Context: an optimization exercise on an open-source flow, tuned for small area, a short achievable clock period and few clock cycles. The choices shown serve that exercise and are no tape-out recipe. Only simulation tests tie the RTL to the original design; equivalence was not proved. Power figures rest on the tool's default switching activity, not on a simulated workload.

$ cat flow/run.sh
#!/bin/bash
# synth_recipe.tcl (not shown) runs the flow's synth.tcl, then flattens the netlist and writes it again
# the make line also repeats each setting of config.mk as NAME=value (left out here)
make -C /OpenROAD-flow-scripts/flow DESIGN_CONFIG=/design/flow/config.mk WORK_HOME=/design/flow/orfs CLKGATE_MAP_FILE= SYNTH_SCRIPT=/design/flow/synth_recipe.tcl finish
$ cat flow/config.mk
export PLATFORM = sky130hd
export DESIGN_NAME = mdu_seq
export DESIGN_NICKNAME = mdu_seq
export VERILOG_FILES = /design/flow/design.v
export SDC_FILE = /design/flow/constraint.sdc
export NUM_CORES = 4
export LEC_CHECK = 0
export CAP_MARGIN = 20
export CORE_MARGIN = 2
export CORE_UTILIZATION = 40
export SETUP_SLACK_MARGIN = 1.65
export SLEW_MARGIN = 20
$ cat flow/constraint.sdc
create_clock -name core_clock -period 6.0 [get_ports {clk}]
set_input_delay 1.2000 -clock core_clock [delete_from_list [all_inputs] [get_ports {clk}]]
set_output_delay 1.2000 -clock core_clock [all_outputs]
set_load 0.01 [all_outputs]
$ cat flow/design.v
module mdu_lzc64 (
    input  logic [63:0] x,
    output logic [6:0]  cnt
);
    logic [63:0]    v0;
    logic [31:0]    v1;
    logic [31:0]    c1;
    logic [15:0]    v2;
    logic [31:0]    c2;
    logic [7:0]     v3;
    logic [23:0]    c3;
    logic [3:0]     v4;
    logic [15:0]    c4;
    logic [1:0]     v5;
    logic [9:0]     c5;
    always_comb begin
        v0 = x;
        for (int g = 0; g < 32; g++) begin
            v1[g] = v0[2*g+1] | v0[2*g];
            c1[g] = ~v0[2*g+1];
        end
        for (int g = 0; g < 16; g++) begin
            v2[g]         = v1[2*g+1] | v1[2*g];
            c2[2*g +: 2]  = v1[2*g+1] ? {1'b0, c1[2*g+1]} : {1'b1, c1[2*g]};
        end
        for (int g = 0; g < 8; g++) begin
            v3[g]         = v2[2*g+1] | v2[2*g];
            c3[3*g +: 3]  = v2[2*g+1] ? {1'b0, c2[2*(2*g+1) +: 2]} : {1'b1, c2[2*(2*g) +: 2]};
        end
        for (int g = 0; g < 4; g++) begin
            v4[g]         = v3[2*g+1] | v3[2*g];
            c4[4*g +: 4]  = v3[2*g+1] ? {1'b0, c3[3*(2*g+1) +: 3]} : {1'b1, c3[3*(2*g) +: 3]};
        end
        for (int g = 0; g < 2; g++) begin
            v5[g]         = v4[2*g+1] | v4[2*g];
            c5[5*g +: 5]  = v4[2*g+1] ? {1'b0, c4[4*(2*g+1) +: 4]} : {1'b1, c4[4*(2*g) +: 4]};
        end
        if (v5[1])      cnt = {2'b00, c5[9:5]};
        else if (v5[0]) cnt = {2'b01, c5[4:0]};
        else            cnt = 7'd64;
    end
endmodule
module mdu_neg64 (
    input  logic [63:0] x,
    input  logic        neg,
    output logic [63:0] y
);
    logic [6:0][63:0] u;
    always_comb begin
        u[0] = x;
        for (int l = 0; l < 6; l++)
            for (int i = 0; i < 64; i++)
                u[l+1][i] = ((i >> l) & 1) ? (u[l][i] | u[l][((i >> l) << l) - 1]) : u[l][i];
        y = x ^ ({u[6][62:0], 1'b0} & {64{neg}});
    end
endmodule
module mdu_add #(
    parameter int W = 66
) (
    input  logic [W-1:0] a,
    input  logic [W-1:0] b,
    input  logic         ci,
    output logic [W-1:0] s
);
    localparam int L = 7;    
    logic [L:0][W:0] g;
    logic [L:0][W:0] p;
    always_comb begin
        g[0] = {a & b, ci};
        p[0] = {a ^ b, 1'b0};
        for (int l = 0; l < L; l++)
            for (int i = 0; i <= W; i++)
                if ((i >> l) & 1) begin
                    g[l+1][i] = g[l][i] | (p[l][i] & g[l][((i >> l) << l) - 1]);
                    p[l+1][i] = p[l][i] & p[l][((i >> l) << l) - 1];
                end else begin
                    g[l+1][i] = g[l][i];
                    p[l+1][i] = p[l][i];
                end
        s = (a ^ b) ^ g[L][W-1:0];
    end
endmodule
module mdu_seq #(
    parameter int XLEN = 64
) (
    input  logic            clk,
    input  logic            rst_n,
    input  logic            req_valid,
    output logic            req_ready,
    input  logic [4:0]      req_op,
    input  logic            req_word,
    input  logic [XLEN-1:0] req_src1,
    input  logic [XLEN-1:0] req_src2,
    input  logic [4:0]      req_rd,
    input  logic            flush,
    output logic            resp_valid,
    input  logic            resp_ready,
    output logic [XLEN-1:0] resp_data,
    output logic [4:0]      resp_rd,
    output logic            busy
);
    localparam int MDU_MUL  = 0;
    localparam int MDU_DIV  = 1;
    localparam int MDU_DIVU = 2;
    localparam int MDU_REM  = 3;
    localparam int MDU_REMU = 4;
    localparam logic [1:0] IDLE = 2'd0;
    localparam logic [1:0] ALGN = 2'd1;    
    localparam logic [1:0] ITER = 2'd2;
    localparam logic [1:0] FIN  = 2'd3;    
    logic [1:0]  state_q;
    logic        r0p_q;      
    logic        resp_valid_q;
    logic        fix_q;      
    logic [65:0] r0_q;       
    logic [64:0] r1_q;       
    logic [63:0] r2_q;       
    logic        pp1_q;      
    logic        pp2_q;      
    logic        ppn_q;      
    logic [6:0]  cnt_q;      
    logic        last_q;     
    logic        first_q;    
    logic        triv_q;     
    logic        bz_q;       
    logic        swap_q;     
    logic        mul_q;
    logic        rem_q;
    logic        inv_q;
    logic        word_q;
    logic        s1_q;
    logic        s2_q;
    logic [4:0]  rd_q;
    logic        r0word_q;
    logic [4:0]  r0rd_q;
    logic        accept;
    logic        handover;
    logic        blk;        
    logic        can_end;    
    logic        st_iter;    
    logic        st_algn;    
    assign st_iter    = (state_q == ITER) | ((state_q == ALGN) & mul_q & ~swap_q);
    assign st_algn    = (state_q == ALGN) & ~(mul_q & ~swap_q);
    assign handover   = resp_valid_q & resp_ready;
    assign blk        = first_q & r0p_q & ~handover;
    assign can_end    = (~blk & ((st_algn & triv_q) | (st_iter & last_q & ~rem_q))) |
                        (state_q == FIN);
    assign req_ready  = ~flush & ((state_q == IDLE) | can_end);
    assign accept     = req_valid & req_ready;
    assign busy       = (state_q != IDLE) | r0p_q;
    assign resp_valid = resp_valid_q;
    assign resp_data  = r0word_q ? {{32{r0_q[31]}}, r0_q[31:0]} : r0_q[63:0];
    assign resp_rd    = r0rd_q;
    logic        in_sgn;
    logic        in_onehot;
    logic        in_mul;
    logic [63:0] in_ext1, in_ext2;
    logic        in_s1, in_s2;
    logic [63:0] in_m2;
    logic        in_m2_small;    
    logic        in_msb1, in_msb2;
    logic [63:0] in_e1, in_z1, in_z2;
    logic [6:0]  in_c1, in_c2;
    logic [6:0]  in_lz2;
    logic [6:0]  in_lz1e;        
    logic [7:0]  in_k;
    logic        in_bz;
    logic        in_triv;
    logic        in_swap;
    always_comb begin
        in_onehot = (req_op == 5'b00001) | (req_op == 5'b00010) | (req_op == 5'b00100) |
                    (req_op == 5'b01000) | (req_op == 5'b10000);
        in_mul    = (req_op == 5'b00001);
        in_sgn    = req_op[MDU_MUL] | req_op[MDU_DIV] | req_op[MDU_REM];
        in_ext1   = req_word ? {{32{in_sgn & req_src1[31]}}, req_src1[31:0]} : req_src1;
        in_ext2   = req_word ? {{32{in_sgn & req_src2[31]}}, req_src2[31:0]} : req_src2;
        in_s1     = in_sgn & in_ext1[63];
        in_s2     = in_sgn & in_ext2[63];
        in_m2_small = (in_ext2[63:1] == 63'd0) | (in_ext2 == 64'hFFFF_FFFF_FFFF_FFFF);
        in_bz     = (in_ext2 == 64'd0);
    end
    mdu_neg64 u_neg2 (.x(in_ext2), .neg(in_s2), .y(in_m2));
    always_comb begin
        in_msb1 = req_word ? req_src1[31] : req_src1[63];
        in_msb2 = req_word ? req_src2[31] : req_src2[63];
        in_e1   = req_word ? {{32{req_src1[31]}}, req_src1[31:0]} : req_src1;
        in_z1   = in_msb1 ? {~in_e1[62:0], 1'b1} : in_e1;
        in_z2   = req_word ? {32'd0, req_src2[31:0] ^ {32{in_msb2}}} : req_src2 ^ {64{in_msb2}};
    end
    mdu_lzc64 u_lz1 (.x(in_z1), .cnt(in_c1));
    mdu_lzc64 u_lz2 (.x(in_z2), .cnt(in_c2));
    always_comb begin
        in_lz1e = (in_msb1 & ~in_sgn) ? {1'b0, req_word, 5'd0} : in_c1;
        in_lz2  = (in_msb2 & ~in_sgn) ? {1'b0, req_word, 5'd0} : in_c2;
        in_k    = {1'b0, in_lz2} - {1'b0, in_lz1e};
        in_triv = ~in_mul & (~in_onehot | in_bz | in_k[7]);
        in_swap = in_lz1e > in_lz2;
    end
    logic [2:0]  bt_in, bt_swap, bt_it;
    logic        msgn;
    always_comb begin
        msgn    = s2_q;
        bt_in   = {in_m2[0],
                   in_m2[1] & ~in_m2[0],
                   in_m2[1] ^ in_s2};
        bt_swap = {r1_q[0],
                   r1_q[1] & ~r1_q[0],
                   r1_q[1] ^ msgn};
        bt_it   = {r2_q[2] ^ r2_q[1],
                   (r2_q[3] & ~r2_q[2] & ~r2_q[1]) | (~r2_q[3] & r2_q[2] & r2_q[1]),
                   (r2_q[3] & ~(r2_q[2] & r2_q[1])) ^ msgn};
    end
    logic [5:0]  n_kc;
    logic [64:0] n_d;
    always_comb begin
        n_kc = mul_q ? 6'd0 : (cnt_q[6] ? 6'd63 : cnt_q[5:0]);
        n_d  = {1'b0, r2_q} << n_kc;
    end
    logic [65:0] add_a;
    logic [65:0] add_b;
    logic [65:0] sum;
    logic        qbit;
    logic        sel1, sel2, seln;
    always_comb begin
        sel1  = pp1_q & ~fix_q;
        sel2  = pp2_q & ~fix_q;
        seln  = ppn_q & ~fix_q;
        add_a = fix_q ? ~r0_q : (r0_q & {66{~first_q}});    
        add_b = ({66{sel1}} & {1'b0, r1_q}) | ({66{sel2}} & {r1_q, 1'b0});
        add_b = add_b ^ {66{seln}};
    end
    mdu_add #(.W(66)) u_add (.a(add_a), .b(add_b), .ci(seln | fix_q), .s(sum));
    assign qbit = ~sum[65];
    logic [63:0] tr_res;
    logic        tr_neg;
    always_comb begin
        tr_res  = inv_q ? 64'd0 : (rem_q ? r1_q[63:0] : (bz_q ? 64'hFFFF_FFFF_FFFF_FFFF : 64'd0));
        tr_neg  = 1'b0;
    end
    logic        do_triv;    
    logic        do_algn;    
    logic        it_go;      
    logic        fin_res_go;
    logic        res_new;    
    logic        res_neg;
    always_comb begin
        do_triv  = st_algn & triv_q & ~blk;
        do_algn  = st_algn & ~triv_q & (mul_q | ~blk);
        it_go    = st_iter & ~blk;
        res_new  = do_triv | (it_go & last_q & ~rem_q) | (state_q == FIN);
        res_neg  = (state_q == FIN) ? s1_q : (do_triv ? tr_neg : (~mul_q & (s1_q ^ s2_q)));
    end
    always_ff @(posedge clk or negedge rst_n) begin
        if (!rst_n) begin
            state_q      <= IDLE;
            r0p_q        <= 1'b0;
            resp_valid_q <= 1'b0;
            fix_q        <= 1'b0;
        end else begin
            if (res_new) begin
                r0p_q        <= 1'b1;
                resp_valid_q <= ~res_neg;
                fix_q        <= res_neg;
            end else if (fix_q) begin
                resp_valid_q <= 1'b1;
                fix_q        <= 1'b0;
            end else if (handover) begin
                r0p_q        <= 1'b0;
                resp_valid_q <= 1'b0;
            end
            if (accept)
                state_q <= ALGN;
            else if (res_new)
                state_q <= IDLE;
            else if (do_algn)
                state_q <= ITER;
            else if (it_go && last_q)
                state_q <= FIN;      
            if (flush) begin
                state_q      <= IDLE;
                r0p_q        <= 1'b0;
                resp_valid_q <= 1'b0;
                fix_q        <= 1'b0;
            end
        end
    end
    always_ff @(posedge clk) begin
        if (res_new) begin
            r0rd_q   <= rd_q;
            r0word_q <= word_q;
        end
        if (accept) begin
            mul_q   <= in_mul;
            rem_q   <= req_op[MDU_REM] | req_op[MDU_REMU];
            inv_q   <= ~in_onehot;
            word_q  <= req_word;
            s1_q    <= in_s1;
            s2_q    <= in_s2;
            rd_q    <= req_rd;
            r1_q    <= {1'b0, in_ext1};
            r2_q    <= in_m2;
            {pp1_q, pp2_q, ppn_q} <= in_mul ? bt_in : {2'b10, in_s1};
            first_q <= 1'b1;
            triv_q  <= in_triv;
            swap_q  <= in_swap;
            bz_q    <= in_bz;
            cnt_q   <= in_k[6:0];
            last_q  <= in_m2_small;      
        end else if (do_algn) begin
            r1_q    <= n_d;
            cnt_q   <= {1'b0, n_kc};
            if (!mul_q) last_q <= (n_kc == 6'd0);
            if (mul_q) begin
                r2_q   <= r1_q[63:0];
                last_q <= (r1_q[63:1] == 63'd0) | (r1_q[63:1] == 63'h7FFF_FFFF_FFFF_FFFF);
                {pp1_q, pp2_q, ppn_q} <= bt_swap;
            end else begin
                r2_q    <= 64'd0;
                first_q <= 1'b0;
                ppn_q   <= 1'b1;
            end
        end else if (it_go) begin
            first_q <= 1'b0;
            if (mul_q) begin
                r1_q    <= {r1_q[62:0], 2'b00};
                r2_q    <= {{2{r2_q[63]}}, r2_q[63:2]};
                last_q  <= (r2_q[63:3] == 61'd0) | (r2_q[63:3] == 61'h1FFF_FFFF_FFFF_FFFF);
                {pp1_q, pp2_q, ppn_q} <= bt_it;
            end else begin
                if (!last_q) r1_q <= {1'b0, r1_q[64:1]};
                r2_q    <= {r2_q[62:0], qbit};
                ppn_q   <= qbit;
                cnt_q   <= cnt_q - 7'd1;
                last_q  <= (cnt_q == 7'd1);
            end
        end
    end
    logic        r0_en, r0_sum, r0_quo, r0_mask;
    logic [65:0] r0_oth;
    always_comb begin
        r0_en   = do_triv | (do_algn & ~mul_q) | it_go | (state_q == FIN) | fix_q;
        r0_quo  = st_iter & ~mul_q & last_q & ~rem_q;
        r0_mask = (st_algn & ~triv_q & ~mul_q) | fix_q;      
        r0_sum  = r0_mask | (st_iter & ~r0_quo) | ((state_q == FIN) & r0_q[65]);
        r0_oth  = (st_algn & triv_q) ? {2'b00, tr_res} :
                  (r0_quo ? {2'b00, r2_q[62:0], qbit} : r0_q);
    end
    always_ff @(posedge clk) begin
        if (r0_en)
            r0_q <= r0_sum ? {sum[65:64] & {2{~r0_mask}}, sum[63:0]} : r0_oth;
    end
endmodule
==> flow_metrics.tcl, run 1 <==
set metrics [dict create \
    status "finished clean" \
    synth.area.top_cells "edfxtp_1 (24%), mux2i_1 (10%), a21oi_1 (7.1%), o21ai_0 (4.3%), nand2_1 (3.6%)" \
    antenna_found_initial 4 \
    synth-async-reset-ratio_pct 2.155 \
    clock_sinks 232 \
    h-tree-depth 1 \
    synth_top_cells_by_count "a21oi_1 (393), mux2i_1 (278), nand2_1 (266)" \
    ys_warn_count 4 \
    die_w_um 267.3 \
    track_usage_pct 34.00 \
    wl_per_cell_um 28.17 \
    crit_path_end_kind "flop" \
    synth-main-ff-cell "edfxtp_1" \
    synth_area_leader_cell "edfxtp_1" \
    drt-total-wl_mm 127.3 \
    drc 0 \
    coreArea_um2 68590 \
    layout-drive-gt1-share_pct 13.83 \
    synth_area_um2 27730 \
    dpl.hpwl_mm 93.91 \
    power.density_nw_per_um2 512.4 \
    synth.avg_cell_area_um2 7.913 \
    grt_overflow 0 \
    tightest_slew_ns 1.102 \
    drtIter0Drc 4269 \
    area_growth_pct 19.63 \
    viasPerCell 6.606 \
    num_vias 29840 \
    ant_nets 0 \
    hold_class "flop to flop" \
    cts_hold_buf 0 \
    clk_pin_slew_ns 0.07 \
    initial_utilization_pct 40.43 \
    die_area_um2 71440 \
    setup_tns_ns 0 \
    setup_viol 0 \
    clockBufferDepth 3 \
    nNetsFinal 3788 \
    synthCells 3504 \
    path_max_fanout 7 \
    slew_violations 0 \
    worstSetupStartpointType "input port" \
    first_pass_iters 6 \
    grt_max_degree 85 \
    fin_skew_ns 0.04354 \
    setup_slack_ns 1.517 \
    chipHeight_um 267.3 \
    clock_latency_ns 0.62 \
    yosysMostFrequentCell "a21oi_1" \
    synth-seq-cells 232 \
    setup.worst_path.class "input port to flop" \
    netlist.area_leader.share_pct 24.37 \
    fp-row-count 96 \
    dpl_cell_area_um2 30670 \
    dp_slack_ns 0.06728 \
    cp.arrival_ns 4.81 \
    port_buffers 215 \
    p_leak_nw 12.88 \
    seq_area_frac_synth_pct 24.96 \
    irDropWorstVdd_mv 0.2683 \
    synth_nets 3730 \
    numCtsBuffers 30 \
    slew_headroom_pct 26.47 \
    fin_crit_sh_pct 74.72 \
    fmax_ghz 0.2230 \
    rsz0062_at_grt "yes" \
    cap_violations 0 \
    io_pins 216 \
    finalHoldViolations 0 \
    postLayoutCellArea_um2 33170 \
    synth-edff-count 225 \
    yosysUniqueCellTypes 94 \
    cp.required_ns 6.33 \
    period_minus_slack_ns 4.483 \
    grt_pass1_vias 26940 \
    grt_first_pass_wirelength_mm 182.9 \
    globalplace.congestion 1.050 \
    cts_tree "done" \
    cts-root-buf "clkbuf_16" \
]
-- area by class of cell --
type	instances	area (µm²)
fill	6715	35420
clock buffer	39	814.5
clock inverter	17	241.5
sequential	232	6925
tap	931	1165
multi-input combinational	2779	19690
antenna	1	2.502
inverter	102	391.6
timing repair buffer	417	3944
-- worst max-delay path, cell delays in order --
cell and delay, ns:
dlygate4sd2_1 0.32, or2_2 0.37, o221a_2 0.33, nor2_2 0.17
o211ai_1 0.12, a311oi_2 0.38, o31ai_1 0.12, a22oi_1 0.33
o221ai_2 0.15, ha_2 0.21, fa_2 0.34, inv_1 0.06
a21o_1 0.11, a21oi_2 0.06, o21bai_1 0.14, a21o_1 0.19
xnor2_1 0.13, o21ai_1 0.07
-- power by group --
part	switching (mW)	total [mW]	internal (mW)
clock	0.802	1.98	1.18
sequential	1.13	3.91	2.78
combinational	6.61	11.1	4.50
-- cells by family (layout without fill, tap and decap cells) --
family | after synthesis | count (layout) | share of synthesized area (%)
AOI/OAI and AO/OA | 1191 | 1192 | 27.51
and+or+nand+nor | 961 | 964 | 16.92
buffers and inverters | 498 | 575 | 7.436
muxes | 360 | 361 | 13.57
DFF | 232 | 232 | 24.96
xor gates and xnor gates | 180 | 180 | 5.686
adders and majority gates | 82 | 82 | 3.917
other | 0 | 1 | 0
-- metal layers --
| metal | vias to the layer above | wire, µm | part of all wire [%] | GRT usage [%] |
|---|---|---|---|---|
| met5 | - | 11 | 0.0086 | 0 |
| met4 | 2 | 7172 | 5.6 | 16.14 |
| met3 | 300 | 15060 | 12 | 8.726 |
| met2 | 1832 | 53010 | 42 | 49.77 |
| met1 | 14340 | 52010 | 41 | 46.45 |
| li1 | 13370 | - | - | - |
-- registers in the layout, summed over array words and instances (netlist names), 2 cells and up --
signal,flops
r2_q,64
state_q,2
rd_q,5
r1_q,65
r0rd_q,5
r0_q,66
cnt_q,7
-- what timing repair did --
action	CTS	global route
gates resized for setup	123	108
setup endpoints to repair	74	46
buffers inserted	30	45
gates cloned	4	3
pin swaps	35	55
-- per-stage QoR --
step / instances / utilization [%] / total power [mW] / hold WS (ns)
after floorplan: 3504 / - / 10.55 / 0.4003
after global placement: 4379 / 44.71 / 13.98 / 0.4006
after detailed placement: 4379 / 44.71 / 14.04 / 0.4045
after CTS: 4469 / 47.18 / 16.24 / 0.4160
after global routing: 4517 / 48.36 / 17.90 / 0.4215
final: 4518 / 48.36 / 17.00 / 0.4107
-- cells in the final DEF (no fill, tap or decap), drive strengths merged, types with 18 or more instances in the layout --
cell | netlist | final
nor2 | 204 | 205
xnor2 | 73 | 73
inv | 100 | 104
a221o | 26 | 26
mux2i | 278 | 278
nand3 | 58 | 58
mux2 | 77 | 78
a21o | 30 | 30
a31oi | 30 | 30
o31ai | 25 | 25
clkbuf | 270 | 43
and2 | 18 | 18
a211oi | 58 | 58
edfxtp | 225 | 225
ha | 74 | 74
o22ai | 35 | 35
a221oi | 33 | 33
clkdlybuf4s50 | 0 | 143
dlymetal6s2s | 0 | 29
nand4 | 61 | 61
o21ai | 250 | 250
nand2 | 266 | 266
o211ai | 26 | 26
nor4 | 59 | 59
a22oi | 103 | 103
nor3 | 173 | 173
xor2 | 107 | 107
a21oi | 395 | 395
buf | 126 | 204
and3 | 22 | 22
dlygate4sd2 | 0 | 37
o221ai | 36 | 36
-- path summary, 6_finish.rpt --
check / start / to / slack (ns) / depth (start not counted)
worst max register to register: cnt_q[6] / r1_q[61] / 1.70 / 8
worst min-delay path: rd_q[0] / r0rd_q[0] / 0.41 / 0
max in group asynchronous: rst_n / resp_valid_q / 4.91 / 1
worst max-delay path: req_src2[42] / cnt_q[6] / 1.52 / 18
min in group asynchronous: rst_n / state_q[1] / 0.83 / 1
worst min register to register: rd_q[0] / r0rd_q[0] / 0.41 / 0
Testbench counts, summed over its fixed seeds: cycles 13,719.
==> run 2, diff against run 1 <==
--- a/flow/config.mk
+++ b/flow/config.mk
@@ -9,4 +9,4 @@
 export CORE_MARGIN = 2
 export CORE_UTILIZATION = 40
-export SETUP_SLACK_MARGIN = 1.65
+export SETUP_SLACK_MARGIN = 1.5
 export SLEW_MARGIN = 20
==> run 2 against run 1 <==
Largest cell class unchanged; largest power group unchanged; still clean on timing, DRC and antenna; global-route usage decreased by 0.44 points; total power decreased by 3.7%; maximum frequency decreased by 1.6%.
==> flow_metrics.tcl, run 2 <==
set metrics [dict create \
    synth-main-ff-cell "edfxtp_1" \
    gr-usage-met1_pct 46.10 \
    netlist.area_leader.share_pct 24.37 \
    status "finished clean" \
    crit_slowest_cell "clkdlybuf4s50_1" \
    irDropWorstVdd_mv 0.2673 \
    tightest_slew_ns 0.9819 \
    setup_tns_ns 0 \
    cts_hold_buf 0 \
    layout.cells.non_filler 4473 \
    postLayoutCellArea_um2 32450 \
    ant_nets 0 \
    numPlacedInstances 4383 \
    layout_common_cells "a21oi_1 (387), mux2i_1 (275), nand2_1 (263), o21ai_0 (230), edfxtp_1 (225)" \
    num_vias 29700 \
    hold_slack_ns 0.4184 \
    setup_viol 0 \
    fin_crit_sh_pct 75.91 \
    chipHeight_um 267.3 \
    drc 0 \
    hold_class "flop to flop" \
    synth.area.top_cells "edfxtp_1 (24%), mux2i_1 (10%), a21oi_1 (7.1%), o21ai_0 (4.3%), nand2_1 (3.6%)" \
    cpPeakStageDelay_ns 0.59 \
    initial_utilization_pct 40.43 \
    synth_nets 3730 \
    dpl_cell_area_um2 30670 \
    crit_path_end_kind "flop" \
    largest_register_ffs 66 \
    synth_area_leader_cell "edfxtp_1" \
    met3_usage_pct 7.769 \
    wl_per_cell_um 28.04 \
    area_growth_pct 17.05 \
    track_usage_pct 33.56 \
    clk_pin_slew_ns 0.06 \
    top_usage_layer "met2" \
    clockBufferDepth 3 \
    path_cells "clkdlybuf4s50_1 -> nor3_1 -> a311oi_1 -> nor2b_2 -> buf_4 -> a221o_1 -> nor2_1 -> a2111oi_2 -> nor4_4 -> buf_4 -> ha_2 -> fa_2 -> inv_1 -> a21o_1 -> a21oi_2 -> o21bai_1 -> a21o_1 -> xnor2_1 -> o21ai_1" \
    grtUsageMet2_pct 48.78 \
    first_pass_iters 8 \
    synthCells 3504 \
    fp-row-count 96 \
    grt_overflow 0 \
    slew_headroom_pct 34.54 \
    fin_skew_ns 0.04199 \
    finalHoldViolations 0 \
    cp.required_ns 6.30 \
    synth_top_cells_by_count "a21oi_1 (393), mux2i_1 (278), nand2_1 (266)" \
    p_leak_nw 12.59 \
    cap_violations 0 \
    clock_sinks 232 \
    synth-async-reset-ratio_pct 2.155 \
    seq_area_frac_synth_pct 24.96 \
    synth.avg_cell_area_um2 7.913 \
    slew_violations 0 \
    synth-seq-cells 232 \
    cp.arrival_ns 4.85 \
    worstSetupStartpointType "input port" \
    cts_tree "done" \
    die_area_um2 71440 \
    drt-total-wl_mm 125.4 \
    h-tree-depth 1 \
    nNetsFinal 3745 \
    path_max_fanout 4 \
    period_minus_slack_ns 4.554 \
    dpl.hpwl_mm 92.58 \
    antenna_found_initial 1 \
    final_common_cell "a21oi_1" \
    setup.worst_path.class "input port to flop" \
    coreArea_um2 68590 \
    cts-root-buf "clkbuf_16" \
    top_register "r0_q" \
    die_w_um 267.3 \
    grt_pass1_vias 26560 \
    drtIter0Drc 4611 \
    viasPerCell 6.640 \
    synth_area_um2 27730 \
    globalplace.congestion 1.078 \
    grt_max_degree 81 \
    numCtsBuffers 29 \
    ys_warn_count 4 \
    power.density_nw_per_um2 504.1 \
    yosysMostFrequentCell "a21oi_1" \
    synth-edff-count 225 \
    grt_first_pass_wirelength_mm 180.0 \
    io_pins 216 \
    rsz0062_at_grt "yes" \
    largestRegisters "r0_q: 66 flops, r1_q: 65 flops, r2_q: 64 flops" \
    fmax_ghz 0.2196 \
    layout-drive-gt1-share_pct 12.03 \
    yosysUniqueCellTypes 94 \
    port_buffers 215 \
    clock_latency_ns 0.62 \
]
-- run 2: kinds of logic after synthesis --
kind of cell	share of synthesized area, %
buffers and inverters	7.436
adders and majority gates	3.917
AOI/OAI and AO/OA	27.51
muxes	13.57
DFF	24.96
xor gates and xnor gates	5.686
and+or+nand+nor	16.92
-- run 2: timing repair --
| item | 4_1_cts | 5_1_grt |
|---|---|---|
| endpoints found under the setup margin | 19 | 17 |
| resized for setup | 90 | 90 |
| pin swaps | 13 | 24 |
| hold endpoints to repair | 0 | 0 |
| setup buffers | 11 | 18 |
| gates cloned | 5 | 2 |
-- run 2: cell type report --
cell class                 instances  area [µm²]
antenna                            2       5.005
clock buffer                      30       729.5
clock inverter                    22       173.9
fill                            6753       36130
inverter                         102       387.9
multi-input combinational       2778       19480
sequential                       232        6925
tap                              931        1165
timing repair buffer             376        3586
-- run 2: metal layers --
metal  vias up  part of all wire, %
li1      13300                    -
met1     14160                   41
met2      1895                   41
met3       346                   12
met4         0                  6.3
met5         -                    0
-- run 2: per-stage QoR --
step	setup WS (ns)	total power, mW	util [%]
floorplan	1.479	10.54	-
global placement	0.3088	13.95	44.72
detailed placement	0.2645	14.01	44.72
CTS	1.454	15.90	46.59
global route	1.218	17.22	47.31
finish	1.446	16.36	47.32
-- run 2: worst max-delay path, delay by kind of cell --
kind / cells / cell delay [ns]
AND/OR/NAND/NOR: 4 / 0.66
AO/OA/AOI/OAI: 8 / 1.50
XOR/XNOR: 1 / 0.13
adder cells (fa/ha/maj): 2 / 0.39
buffers and inverters: 4 / 0.98
-- run 2: power breakdown --
group | internal (mW) | leakage (nW) | switching, mW
combinational | 4.25 | 9.94 | 6.49
clock | 0.964 | 0.438 | 0.795
sequential | 2.78 | 2.21 | 1.08
-- run 2: path summary, 6_finish.rpt --
kind                         startpoint         end  slack [ns]  cells past startpoint
min in group asynchronous         rst_n  state_q[1]        0.85                      1
min                             rd_q[2]   r0rd_q[2]        0.42                      0
min reg2reg                     rd_q[2]   r0rd_q[2]        0.42                      0
max in group asynchronous         rst_n       fix_q        4.85                      1
max                        req_src1[44]    cnt_q[6]        1.45                     19
max reg2reg                       fix_q     r2_q[0]        1.64                     14
==> run 3, diff against run 2 <==
--- a/flow/config.mk
+++ b/flow/config.mk
@@ -6,7 +6,7 @@
 export NUM_CORES = 4
 export LEC_CHECK = 0
-export CAP_MARGIN = 20
+export CAP_MARGIN = 10
 export CORE_MARGIN = 2
 export CORE_UTILIZATION = 40
 export SETUP_SLACK_MARGIN = 1.5
-export SLEW_MARGIN = 20
+export SLEW_MARGIN = 10
==> run 3 against run 2 <==
Wire length stayed put; via count stayed put; sequential cell count stayed put; total power stayed put; global-route usage stayed put; clock skew stayed put; utilization stayed put; cell area stayed put; critical path type unchanged; largest cell class unchanged; highest routed layer unchanged.
==> flow_metrics.tcl, run 3 <==
set metrics [dict create \
    synthAdderAreaFrac_pct 3.917 \
    synth_area_leader_cell "edfxtp_1" \
    numCtsBuffers 29 \
    clockBufferDepth 3 \
    hold_end "r0rd_q[2]" \
    status "finished clean" \
    wl_met2_mm 51.60 \
    h-tree-depth 1 \
    multiInputGateArea_um2 19480 \
    synth_compound_area_share_pct 27.51 \
    period_minus_slack_ns 4.554 \
    io_pins 216 \
    route.layer.met1.wl_mm 50.86 \
    clock_latency_ns 0.62 \
    ant_nets 0 \
    seq_area_um2 6925 \
    synth-edff-count 225 \
    num_vias 29700 \
    die_w_um 267.3 \
    synth-seq-cells 232 \
    clk_pin_slew_ns 0.06 \
    rr_worst_depth 14 \
    grt_overflow 0 \
    synth.area.top_cells "edfxtp_1 (24%), mux2i_1 (10%), a21oi_1 (7.1%), o21ai_0 (4.3%), nand2_1 (3.6%)" \
    met3_length_mm 15.05 \
    fillers 6753 \
    port_buffers 215 \
    synth-xor-area-share_pct 5.686 \
    cp.required_ns 6.30 \
    fin_skew_ns 0.04199 \
    coreArea_um2 68590 \
    viasPerCell 6.640 \
    rr_startpoint "fix_q" \
    die_area_um2 71440 \
    fmax_ghz 0.2196 \
    power.density_nw_per_um2 504.1 \
    drtIter0Drc 4611 \
    wl_per_cell_um 28.04 \
    antenna_found_initial 1 \
    finalHoldViolations 0 \
    setup_tns_ns 0 \
    cts-root-buf "clkbuf_16" \
    postLayoutCellArea_um2 32450 \
    largest_register_ffs 66 \
    synth.area.mux_share_pct 13.57 \
    chipHeight_um 267.3 \
    slew_headroom_pct 34.54 \
    tightest_slew_ns 0.9819 \
    rsz0062_at_grt "yes" \
    synthCells 3504 \
    min-delay-start "rd_q[2]" \
    p_leak_nw 12.59 \
    hold_path_depth 0 \
    dpl_cell_area_um2 30670 \
    top_layer "met4" \
    yosysMostFrequentCell "a21oi_1" \
    seq_area_frac_synth_pct 24.96 \
    cp.arrival_ns 4.85 \
    r2r_setup_slack_ns 1.64 \
    dpl.hpwl_mm 92.58 \
    worstSetupStartpointType "input port" \
    path_max_fanout 4 \
    fin_crit_sh_pct 75.91 \
    top_register "r0_q" \
    first_pass_iters 8 \
    track_usage_pct 33.56 \
    cap_violations 0 \
    drt-total-wl_mm 125.4 \
    globalplace.congestion 1.078 \
    nNetsFinal 3745 \
    fp-row-count 96 \
    cts_hold_buf 0 \
    setup_slack_ns 1.446 \
    yosys.area_share.simple_pct 16.92 \
    grt_first_pass_wirelength_mm 180.0 \
    hold_slack_ns 0.4184 \
    drc 0 \
    synth.avg_cell_area_um2 7.913 \
    layout_common_cells "a21oi_1 (387), mux2i_1 (275), nand2_1 (263), o21ai_0 (230), edfxtp_1 (225)" \
    setup_viol 0 \
    r2r_end "r2_q[0]" \
    total_power_mw 16.36 \
    synth_top_family_by_area "compound AO/OA/AOI/OAI gates" \
    irDropWorstVdd_mv 0.2673 \
    synth_area_um2 27730 \
    dp_slack_ns 0.2645 \
    synth-main-ff-cell "edfxtp_1" \
    largestRegisters "r0_q: 66 flops, r1_q: 65 flops, r2_q: 64 flops" \
    area_growth_pct 17.05 \
    initial_utilization_pct 40.43 \
    grt_pass1_vias 26560 \
    netlist.area_leader.share_pct 24.37 \
    setup.worst_path.class "input port to flop" \
    cts_tree "done" \
    synth-async-reset-ratio_pct 2.155 \
    slew_violations 0 \
    startpoint "req_src1[44]" \
    hold_class "flop to flop" \
    synth_top_cells_by_count "a21oi_1 (393), mux2i_1 (278), nand2_1 (266)" \
    crit_path_end_kind "flop" \
    synth_nets 3730 \
    layout-drive-gt1-share_pct 12.03 \
    clock_sinks 232 \
    yosysUniqueCellTypes 94 \
    grt_max_degree 81 \
    ys_warn_count 4 \
    final_common_cell "a21oi_1" \
]
-- run 3: cell counts in the layout (fill, tap and decap cells not counted) --
Identical to the previous run, type by type.
-- run 3: cell type report --
type	count	area share [%]
sequential	232	21.34
timing repair buffer	376	11.05
clock inverter	22	0.5359
tap	931	3.589
clock buffer	30	2.248
inverter	102	1.195
antenna	2	0.01542
multi-input combinational	2778	60.03
-- run 3: worst max-delay path by stage --
stage               end  depth (start not counted)
2_1_floorplan  cnt_q[6]                         18
6_report       cnt_q[6]                         19
3_5_place_dp   cnt_q[6]                         20
5_1_grt        cnt_q[6]                         19
3_3_place_gp   cnt_q[6]                         20
4_1_cts        cnt_q[6]                         18
-- run 3: metrics by stage --
stage | std cells | utilization (%)
final | 4473 | 47.32
after floorplan | 3504 | -
after global placement | 4383 | 44.72
after CTS | 4451 | 46.59
after global routing | 4471 | 47.31
after detailed placement | 4383 | 44.72
-- run 3: critical path, stage by stage --
cell	delay, ns
clkdlybuf4s50_1	0.59
nor3_1	0.09
a311oi_1	0.44
nor2b_2	0.11
buf_4	0.16
a221o_1	0.29
nor2_1	0.13
a2111oi_2	0.08
nor4_4	0.33
buf_4	0.18
ha_2	0.18
fa_2	0.21
inv_1	0.05
a21o_1	0.16
a21oi_2	0.15
o21bai_1	0.09
a21o_1	0.21
xnor2_1	0.13
o21ai_1	0.08
-- run 3: timing repair --
item | 4_1_cts | 5_1_grt
setup endpoints to repair | 19 | 17
setup buffers | 11 | 18
resized for setup | 90 | 90
hold endpoints to repair | 0 | 0
pin swaps | 13 | 24
cloned | 5 | 2
-- run 3: logic make-up after synthesis --
kind of cell,count (synthesis)
compound gates,1191
xor+xnor,180
fa+ha+maj,82
buf+inv,498
flops,232
mux,360
simple gates,961
-- run 3: routing by layer --
layer / track usage [%] / up-vias
met5: 0 / -
met4: 17.45 / 0
met1: 46.10 / 14160
li1: - / 13300
met2: 48.78 / 1895
met3: 7.769 / 346
-- run 3: report_power, final --
group / internal, mW / switching [mW] / leakage, nW
clock: 0.964 / 0.795 / 0.438
sequential: 2.78 / 1.08 / 2.21
combinational: 4.25 / 6.49 / 9.94
==> run 4, diff against run 3 <==
--- a/flow/config.mk
+++ b/flow/config.mk
@@ -6,7 +6,7 @@
 export NUM_CORES = 4
 export LEC_CHECK = 0
-export CAP_MARGIN = 10
+export CAP_MARGIN = 20
 export CORE_MARGIN = 2
-export CORE_UTILIZATION = 40
+export CORE_UTILIZATION = 45
 export SETUP_SLACK_MARGIN = 1.5
-export SLEW_MARGIN = 10
+export SLEW_MARGIN = 20
==> run 4 against run 3 <==
Synthesized cell count did not move; total power rose by 2.6%; critical path depth fell by 13; clock-buffer cell count rose by 5; synthesized area did not move; register-to-register slack got worse by 0.03 ns; cell count fell by 2.5%; cell area rose by 1.3%; sequential share of layout area fell by 0.28 points; first-iteration DRC count fell by 14%; critical path type is now input port to output pin; largest cell class unchanged.
==> flow_metrics.tcl, run 4 <==
set metrics [dict create \
    synth-seq-cells 232 \
    synth-edff-count 225 \
    largestRegisters "r0_q: 66 flops, r1_q: 65 flops, r2_q: 64 flops" \
    path_max_fanout 11 \
    irDropWorstVdd_mv 0.2163 \
    layout.cells.non_filler 4359 \
    synth.area.top_cells "edfxtp_1 (24%), mux2i_1 (10%), a21oi_1 (7.1%), o21ai_0 (4.3%), nand2_1 (3.6%)" \
    synthCells 3504 \
    clock_latency_ns 0.62 \
    drt-total-wl_mm 132.8 \
    grt_max_degree 92 \
    grt_overflow 0 \
    antenna_found_initial 6 \
    ant_nets 0 \
    grt_first_pass_wirelength_mm 189.2 \
    rr_startpoint "mul_q" \
    p_leak_nw 13.03 \
    drtIter0Drc 3945 \
    tightest_slew_ns 1.317 \
    synth.avg_cell_area_um2 7.913 \
    cp.arrival_ns 3.27 \
    fin_crit_sh_pct 74.54 \
    nNetsFinal 3772 \
    setup_viol 0 \
    grt_pass1_vias 27570 \
    yosys.area_share.simple_pct 16.92 \
    synth-main-ff-cell "edfxtp_1" \
    top_register "r0_q" \
    drc 0 \
    globalplace.congestion 1.072 \
    power.density_nw_per_um2 510.6 \
    status "finished clean" \
    clock_sinks 232 \
    r2r_end "r1_q[61]" \
    final_common_cell "a21oi_1" \
    ys_warn_count 4 \
    rsz0062_at_grt "yes" \
    synth.area.mux_share_pct 13.57 \
    cts-root-buf "clkbuf_16" \
    fp-row-count 90 \
    slew_headroom_pct 11.93 \
    layout_common_cells "a21oi_1 (383), mux2i_1 (275), nand2_1 (262), o21ai_0 (229), edfxtp_1 (225)" \
    first_pass_iters 6 \
    synth_compound_area_share_pct 27.51 \
    die_w_um 252.2 \
    fmax_ghz 0.2236 \
    setup.worst_path.class "input port to output pin" \
    yosysMostFrequentCell "a21oi_1" \
    r2r_setup_slack_ns 1.61 \
    period_minus_slack_ns 4.472 \
    rr_worst_depth 11 \
    postLayoutCellArea_um2 32880 \
    synthAdderAreaFrac_pct 3.917 \
    chipHeight_um 252.2 \
    seq_area_frac_synth_pct 24.96 \
    largest_register_ffs 66 \
    synth_area_um2 27730 \
    yosysUniqueCellTypes 94 \
    wl_per_cell_um 30.47 \
    track_usage_pct 39.79 \
    num_vias 30480 \
    port_buffers 215 \
    initial_utilization_pct 45.77 \
    synth_top_cells_by_count "a21oi_1 (393), mux2i_1 (278), nand2_1 (266)" \
    coreArea_um2 60580 \
    synth-xor-area-share_pct 5.686 \
    worstSetupStartpointType "input port" \
    finalHoldViolations 0 \
    area_growth_pct 18.58 \
    dpl.hpwl_mm 98.34 \
    clockBufferDepth 3 \
    cp.required_ns 4.80 \
    viasPerCell 6.991 \
    die_area_um2 63620 \
    crit_path_end_kind "output pin" \
    h-tree-depth 1 \
    numPlacedInstances 4226 \
    clk_pin_slew_ns 0.05 \
    io_pins 216 \
    hold_path_depth 0 \
    fillers 5697 \
    synth_top_family_by_area "compound AO/OA/AOI/OAI gates" \
    hold_class "flop to flop" \
    fin_skew_ns 0.03448 \
    netlist.area_leader.share_pct 24.37 \
    synth_area_leader_cell "edfxtp_1" \
    hold_end "r0rd_q[4]" \
    numCtsBuffers 30 \
    cap_violations 0 \
    dpl_cell_area_um2 30470 \
    synth-async-reset-ratio_pct 2.155 \
    layout-drive-gt1-share_pct 13.95 \
    min-delay-start "rd_q[4]" \
    cts_tree "done" \
    slew_violations 0 \
    synth_nets 3730 \
]
-- run 4: cell counts after synthesis --
No cell type changed its count.
-- run 4: worst max-delay path by stage --
stage,from,endpoint,slack (ns),cells after the start
after floorplan,req_src1[63],cnt_q[6],1.48,18
after global placement,req_src1[31],cnt_q[6],0.01,19
after detailed placement,req_src1[31],cnt_q[6],-0.02,19
after CTS,req_src1[4],cnt_q[6],1.39,19
after global routing,req_src1[55],triv_q,1.36,18
final,resp_ready,req_ready,1.53,6
-- run 4: per-layer routing --
layer	global-route usage [%]	up-vias	share of wire (%)
li1	-	13370	-
met1	53.60	14700	40
met2	58.14	2008	42
met3	10.76	390	12
met4	20.52	4	6.3
met5	0	-	0.020
-- run 4: critical path, cell delays in order --
cell and delay (ns):
clkdlybuf4s50_1 0.48, nand2_1 0.12, nand3_2 0.26, o21ai_1 0.22, a21oi_1 0.38, clkdlybuf4s50_1 0.62
-- run 4: layout make-up --
cell class / count / area [µm²] / area share, %
clock buffer: 35 / 769.5 / 2.340
clock inverter: 20 / 186.4 / 0.5670
sequential: 232 / 6924 / 21.06
multi-input combinational: 2783 / 19770 / 60.13
antenna: 8 / 20.02 / 0.06089
inverter: 102 / 387.9 / 1.180
tap: 782 / 978.4 / 2.976
timing repair buffer: 397 / 3844 / 11.69
-- run 4: metrics by stage --
| stage | util [%] | total power [mW] | worst slack (ns) | hold WS [ns] | TNS [ns] |
|---|---|---|---|---|---|
| after floorplan | - | 10.54 | 1.479 | 0.4003 | 0 |
| after global placement | 50.24 | 13.92 | 0.01376 | 0.4070 | 0 |
| after detailed placement | 50.29 | 14.14 | -0.02362 | 0.4056 | -0.02362 |
| after CTS | 52.65 | 16.15 | 1.388 | 0.4192 | 0 |
| after global routing | 54.24 | 17.60 | 1.363 | 0.4245 | 0 |
| final | 54.27 | 16.79 | 1.528 | 0.4173 | 0 |
-- run 4: logic make-up after synthesis --
logic type	after synthesis
buffers and inverters	498
and+or+nand+nor	961
xor gates and xnor gates	180
AOI/OAI and AO/OA	1191
muxes	360
adders and majority gates	82
DFF	232
-- run 4: what timing repair did --
action                                  4_1_cts  5_1_grt
setup buffers                                17       42
endpoints found under the setup margin       28       17
cloned                                        8        3
resized for setup                           100      183
pin swaps                                    15       43
hold buffers                                  0        0
-- run 4: report_power, final --
| group | total (mW) | internal [mW] | switching (mW) |
|---|---|---|---|
| Combinational | 10.9 | 4.34 | 6.56 |
| Sequential | 4.04 | 2.78 | 1.26 |
| Clock | 1.85 | 1.04 | 0.805 |

separate check: timing with driven ports:
The flow's constraints put no driver on any port. The routed layouts listed below were extracted and timed again, unchanged, in two steps. Step 1: set_driving_cell puts a clkbuf_16 on clk and a buf_2 on each other input, an assumption about the parent block. Step 2, shift: input delay + t, output delay - t, t = (earliest + latest rising clock arrival at the registers) / 2. This alone moves slack from input paths to output paths. a / b / c = ideal / step 1 / step 2; a / b = the first two.
| run | shift t [ns] | setup WS [ns] | worst setup path after step 2 | clock arrival spread, ns | cell pins on the clock port's net |
|---|---|---|---|---|---|
| run 1 | 0.667 | 1.517 / 1.548 / 0.880 | input to register | 0.044 / 0.043 | 1 |
| run 2 | 0.667 | 1.446 / 1.484 / 0.817 | input to register | 0.042 / 0.042 | 1 |
| run 3 | 0.667 | 1.446 / 1.484 / 0.817 | input to register | 0.042 / 0.042 | 1 |
| run 4 | 0.658 | 1.528 / 1.499 / 0.857 | input to register | 0.035 / 0.034 | 1 |
After both steps every run listed still meets setup and hold. The setup slack of run 4, which loses most, moves by -0.029 ns with the drivers and by -0.671 ns with both steps.
